This is an optimization exercise on Yosys and OpenROAD, whose aim is small area and a short achievable clock period, not a production implementation.
Function was checked by simulation only, so behaviour that the tests miss may differ from the original.
No activity file was given, so power comes from the tool's default toggle rates.

[flow/design.v]
package mem_pkg;
  typedef enum logic {
    CLEAR,
    IDLE
  } mem_state_t;
  localparam int unsigned DATA_W_DEF = 8;
  localparam int unsigned ADDR_W_DEF = 8;
endpackage
module mem_array #(
  parameter int unsigned DATA_W = 8,
  parameter int unsigned ADDR_W = 8
) (
  input  logic              clk,
  input  logic              rst,
  input  logic              we,
  input  logic              re,
  input  logic [ADDR_W-1:0] addr,
  input  logic [DATA_W-1:0] wdata,
  output logic [DATA_W-1:0] rdata
);
  localparam int unsigned DEPTH = 2 ** ADDR_W;
  logic [DATA_W-1:0] mem [DEPTH];
  always_ff @(posedge clk) begin
    if (we) begin
      mem[addr] <= wdata;
    end
  end
  always_ff @(posedge clk) begin
    if (rst) begin
      rdata <= '0;
    end else if (re) begin
      rdata <= mem[addr];
    end
  end
endmodule
module data_memory_ctrl #(
  parameter int unsigned DATA_W         = mem_pkg::DATA_W_DEF,
  parameter int unsigned ADDR_W         = mem_pkg::ADDR_W_DEF,
  parameter bit          CLEAR_ON_RESET = 1'b1
) (
  input  logic              clk,
  input  logic              reset,
  input  logic              req_valid,
  output logic              req_ready,
  input  logic              req_write,
  input  logic [ADDR_W-1:0] req_addr,
  input  logic [DATA_W-1:0] req_wdata,
  output logic              rsp_valid,
  input  logic              rsp_ready,
  output logic [DATA_W-1:0] rsp_rdata,
  output logic              busy
);
  localparam logic [ADDR_W-1:0] LastAddr = '1;
  mem_pkg::mem_state_t state;
  logic [ADDR_W-1:0] clear_cnt;
  logic              req_fire;
  logic              rd_fire;
  logic              mem_we;
  logic [ADDR_W-1:0] mem_addr;
  logic [DATA_W-1:0] mem_wdata;
  assign busy      = (state == mem_pkg::CLEAR);
  assign req_ready = (state == mem_pkg::IDLE) && (!rsp_valid || rsp_ready);
  assign req_fire  = req_valid && req_ready;
  assign rd_fire   = req_fire && !req_write;
  always_comb begin
    mem_we    = req_fire && req_write;
    mem_addr  = req_addr;
    mem_wdata = req_wdata;
    if (state == mem_pkg::CLEAR) begin
      mem_we    = 1'b1;
      mem_addr  = clear_cnt;
      mem_wdata = '0;
    end
  end
  always_ff @(posedge clk) begin
    if (reset) begin
      state     <= CLEAR_ON_RESET ? mem_pkg::CLEAR : mem_pkg::IDLE;
      clear_cnt <= '0;
      rsp_valid <= 1'b0;
    end else begin
      unique case (state)
        mem_pkg::CLEAR: begin
          clear_cnt <= clear_cnt + 1'b1;
          if (clear_cnt == LastAddr) begin
            state <= mem_pkg::IDLE;
          end
        end
        mem_pkg::IDLE: begin
          if (rd_fire) begin
            rsp_valid <= 1'b1;
          end else if (rsp_ready) begin
            rsp_valid <= 1'b0;
          end
        end
        default: state <= mem_pkg::IDLE;
      endcase
    end
  end
  mem_array #(
    .DATA_W(DATA_W),
    .ADDR_W(ADDR_W)
  ) u_mem (
    .clk  (clk),
    .rst  (reset),
    .we   (mem_we),
    .re   (rd_fire),
    .addr (mem_addr),
    .wdata(mem_wdata),
    .rdata(rsp_rdata)
  );
endmodule
[flow/run.sh]
#!/bin/bash
# synth_recipe.tcl (not shown) runs the flow's synth.tcl, then flattens the netlist and writes it again
# the make line also repeats each setting of config.mk as NAME=value (left out here)
make -C /OpenROAD-flow-scripts/flow DESIGN_CONFIG=/design/flow/config.mk WORK_HOME=/design/flow/orfs CLKGATE_MAP_FILE= SYNTH_SCRIPT=/design/flow/synth_recipe.tcl finish
[flow/config.mk]
export PLATFORM = sky130hd
export DESIGN_NAME = data_memory_ctrl
export DESIGN_NICKNAME = data_memory_ctrl
export VERILOG_FILES = /design/flow/design.v
export SDC_FILE = /design/flow/constraint.sdc
export NUM_CORES = 4
export LEC_CHECK = 0
export CAP_MARGIN = 20
export CORE_MARGIN = 2
export CORE_UTILIZATION = 40
export SLEW_MARGIN = 20
[flow/constraint.sdc]
create_clock -name core_clock -period 5.0 [get_ports {clk}]
set_input_delay 1.0000 -clock core_clock [delete_from_list [all_inputs] [get_ports {clk}]]
set_output_delay 1.0000 -clock core_clock [all_outputs]
set_load 0.01 [all_outputs]
==> run notes <==
-- worst min path at each step --
stage | startpoint | cells after the start | endpoint | slack [ns]
6_report | rsp_valid$_SDFFE_PP0P_ | 2 | rsp_valid$_SDFFE_PP0P_ | 0.52
5_1_grt | rsp_valid$_SDFFE_PP0P_ | 2 | rsp_valid$_SDFFE_PP0P_ | 0.56
4_1_cts | rsp_valid$_SDFFE_PP0P_ | 2 | rsp_valid$_SDFFE_PP0P_ | 0.52
3_5_place_dp | rsp_valid$_SDFFE_PP0P_ | 2 | rsp_valid$_SDFFE_PP0P_ | 0.50
3_3_place_gp | rsp_valid$_SDFFE_PP0P_ | 2 | rsp_valid$_SDFFE_PP0P_ | 0.49
2_1_floorplan | clear_cnt[7]$_SDFFE_PP0N_ | 2 | state$_SDFF_PP0_ | 0.48
-- cell usage after synthesis (all sizes together), types with 50 or more instances --
cell type	number
a2111oi	64
a21oi	324
a221oi	50
a22o	98
a22oi	642
buf	156
clkbuf	237
edfxtp	2048
nor2	248
nor3	51
nor4	61
o21a	285
o21ai	189
o22ai	65
-- sequential cells by signal (all words and copies together) (netlist names) --
register     cells
clear_cnt        8
rsp_valid        1
u_mem.mem     2048
u_mem.rdata      8
state            1
-- critical path, cell delays in order (launching register included) --
cell,delay [ns]
dfxtp_2,0.77
and3b_4,0.46
o21a_1,0.24
a2111o_1,0.41
a2111oi_0,0.69
buf_4,0.22
o22a_1,0.13
a31oi_1,0.20
buf_4,0.21
or4b_1,0.63
o41a_1,0.47
-- stage by stage --
stage	total power, W	setup slack (ns)	area [um2]
final	0.03563	0.4108	92310
after detailed placement	0.02111	-0.4102	85870
after global routing	0.03656	0.2839	92310
after global placement	0.02110	-0.4554	85850
after floorplan	0.02020	1.117	78980
after CTS	0.03577	0.3678	92300
-- per-layer routing --
layer / wire length [um] / share of wire, %
met1: 93410 / 41
met2: 109600 / 48
met3: 19030 / 8.3
met4: 7977 / 3.5
met5: 13 / 0.0057
-- cell type report --
cell class                 count  area (um2)  share of cell area [%]
tap                         2640        3303                   3.578
clock inverter               118        1062                   1.151
inverter                       7       26.28                 0.02846
sequential                  2066       61860                   67.02
multi-input combinational   2353       15590                   16.89
clock buffer                 258        5369                   5.816
timing repair buffer         565        5092                   5.517
-- report_power, final --
group / switching, W / total [W] / internal [W]
combinational: 0.00130 / 0.00200 / 0.000693
sequential: 0.0000105 / 0.0188 / 0.0188
clock: 0.00657 / 0.0149 / 0.00828
-- placed cells by master (no fill, tap or decap), types with 14 or more instances in the layout --
cell             count
clkbuf_16          205
or4_1               15
a31oi_1             14
nand4_1             14
o21a_1             284
a22o_1              98
buf_12              62
buf_4              471
o21ai_0            185
nor4_1              61
clkinv_2            28
a21oi_1            324
nand3_1             25
clkbuf_1            49
o41ai_1             30
edfxtp_1          2048
a2111oi_0           62
dfxtp_1             17
clkinv_1            59
o22ai_1             65
nor2_1             247
a41oi_1             30
nor3_1              46
a221oi_1            50
a22oi_1            640
nand2_1             30
clkdlybuf4s50_1     31
-- cells by family after synthesis --
group / Yosys count / synth area share (%)
xor+xnor: 7 / 0.07764
compound gates: 1854 / 16.42
buf+inv: 400 / 2.131
flops: 2066 / 78.33
simple gates: 478 / 2.854
mux: 13 / 0.1680
fa+ha+maj: 1 / 0.01584
==> impl_metrics.ini <==
[timing]
hold_viol_final = 0
fin_worst_skew_ns = 0.06519
tightest_slew_ns = 1.198
tns_ns = 0
rsz0062_at_grt = false
min_period_over_period_pct = 91.78
max_freq_mhz = 217.9
hold_ws_ns = 0.5177
min_period_ns = 4.589
max_slew_margin_pct = 20.15
slew_violations = 0
setup-violations-final = 0

[setup_path]
endpoint = u_mem.rdata[0]$_SDFFE_PP0P_
worst-r2r-setup-slack_ns = 0.41
worst_r2r_path_depth = 10
end_kind = register
path_max_fanout = 31
critPathLaunch = state$_SDFF_PP0_
cp-start-kind = register
rr_endpoint = u_mem.rdata[0]$_SDFFE_PP0P_
r2r_start = state$_SDFF_PP0_
critical_path_arrival_ns = 5.31
critical_path_required_ns = 5.72
critPathKind = reg2reg

[cts]
cts_inserted_buffers = 204
root_buffer = clkbuf_16
clkTransAtPathRegs_ns = 0.06
htree_levels = 4
clk_latency_ns = 0.85
post-cts-setup-buffers = 0
hold_buffers = 0
clk_path_buf_depth = 3
post_cts_resized = 0
cts.sinks = 2066
cts_tree = yes

[floorplan]
num_rows = 163
core_um2 = 196800
die_h_um = 448.3
die_area_um2 = 201000
io_pins = 32
die_w_um = 448.3
initial_utilization_pct = 40.12

[routing]
ant_nets = 0
drc_errors = 0
wire_per_inst_um = 28.73
vias = 48310
drt_iter0_drc = 6057
wl_um = 230000
dr.pass1.iters = 6
viasPerCell = 6.033

[finish]
drive_above_1_share_pct = 15.73
antenna_cells = 0
stdcell_count = 8007
fillers = 16630
area_growth_pct = 16.89
nets = 5219
post-route-util_pct = 46.90

[logic_synthesis]
synth_cells = 4819
synth-main-ff-cell = edfxtp_1
yosys_register_bits = 2066
yosysTopAreaCellShare_pct = 77.88
synth.cell_area_um2 = 78970
syn_avg_cell_area_um2 = 16.39
synth.distinct_cells = 66
yosysTopAreaCell = edfxtp_1
ys_async_sr_fraction_pct = 0
synth-seq-area-share_pct = 78.33
synth.area.top_cells = edfxtp_1, a22oi_1, o21a_1
synth_edf_count = 2048
yosys_warnings = 2
syn_nets = 4841

[placed_design]
gp_congestion = 0.8613
dp_hpwl_um = 141200
placed_cells = 7631
port_buffers = 31

[global_route]
met2_usage_pct = 36.17
antenna_found_initial = 4
busiest_layer = met2
use_met3_pct = 3.719
grt_pass1_wl_um = 333200
grt_pass1_vias = 46930
grt.met1_usage_pct = 31.19
track_usage_pct = 22.54
grt.overflow.total = 0
grt_max_degree = 177

[hold_path]
hold_class = reg2reg

[flow_run]
cap_violations = 0

[run_status]
status = no timing/DRC/antenna violations

[power]
vdd_ir_drop_max_mv = 0.3399
leakagePower_nw = 30.30
p_per_area_nw_per_um2 = 385.9

-- separate check: timing with driven ports --
In the flow no input, the clock included, has a driving cell. The finished layout below was timed again as built, in two steps.
Step 1, drivers: a clkbuf_16 drives clk and a buf_2 each remaining input, both assumed.
Step 2 times the ports against the registers' clock, not the clock port: input delays grow and output delays shrink by t, the midpoint of the rising clock arrivals with the driver on.
Three values: ideal, step 1, step 2; two values: the first two.
t (ns): 0.902
setup slack, ns: 0.411 / 0.411 / -0.407
hold WS [ns]: 0.518 / 0.518 / 0.518
With both steps, setup timing fails in this run, where it was met with ideal ports. The setup slack of this run moves by 0.000 ns with the drivers and by -0.818 ns with both steps.
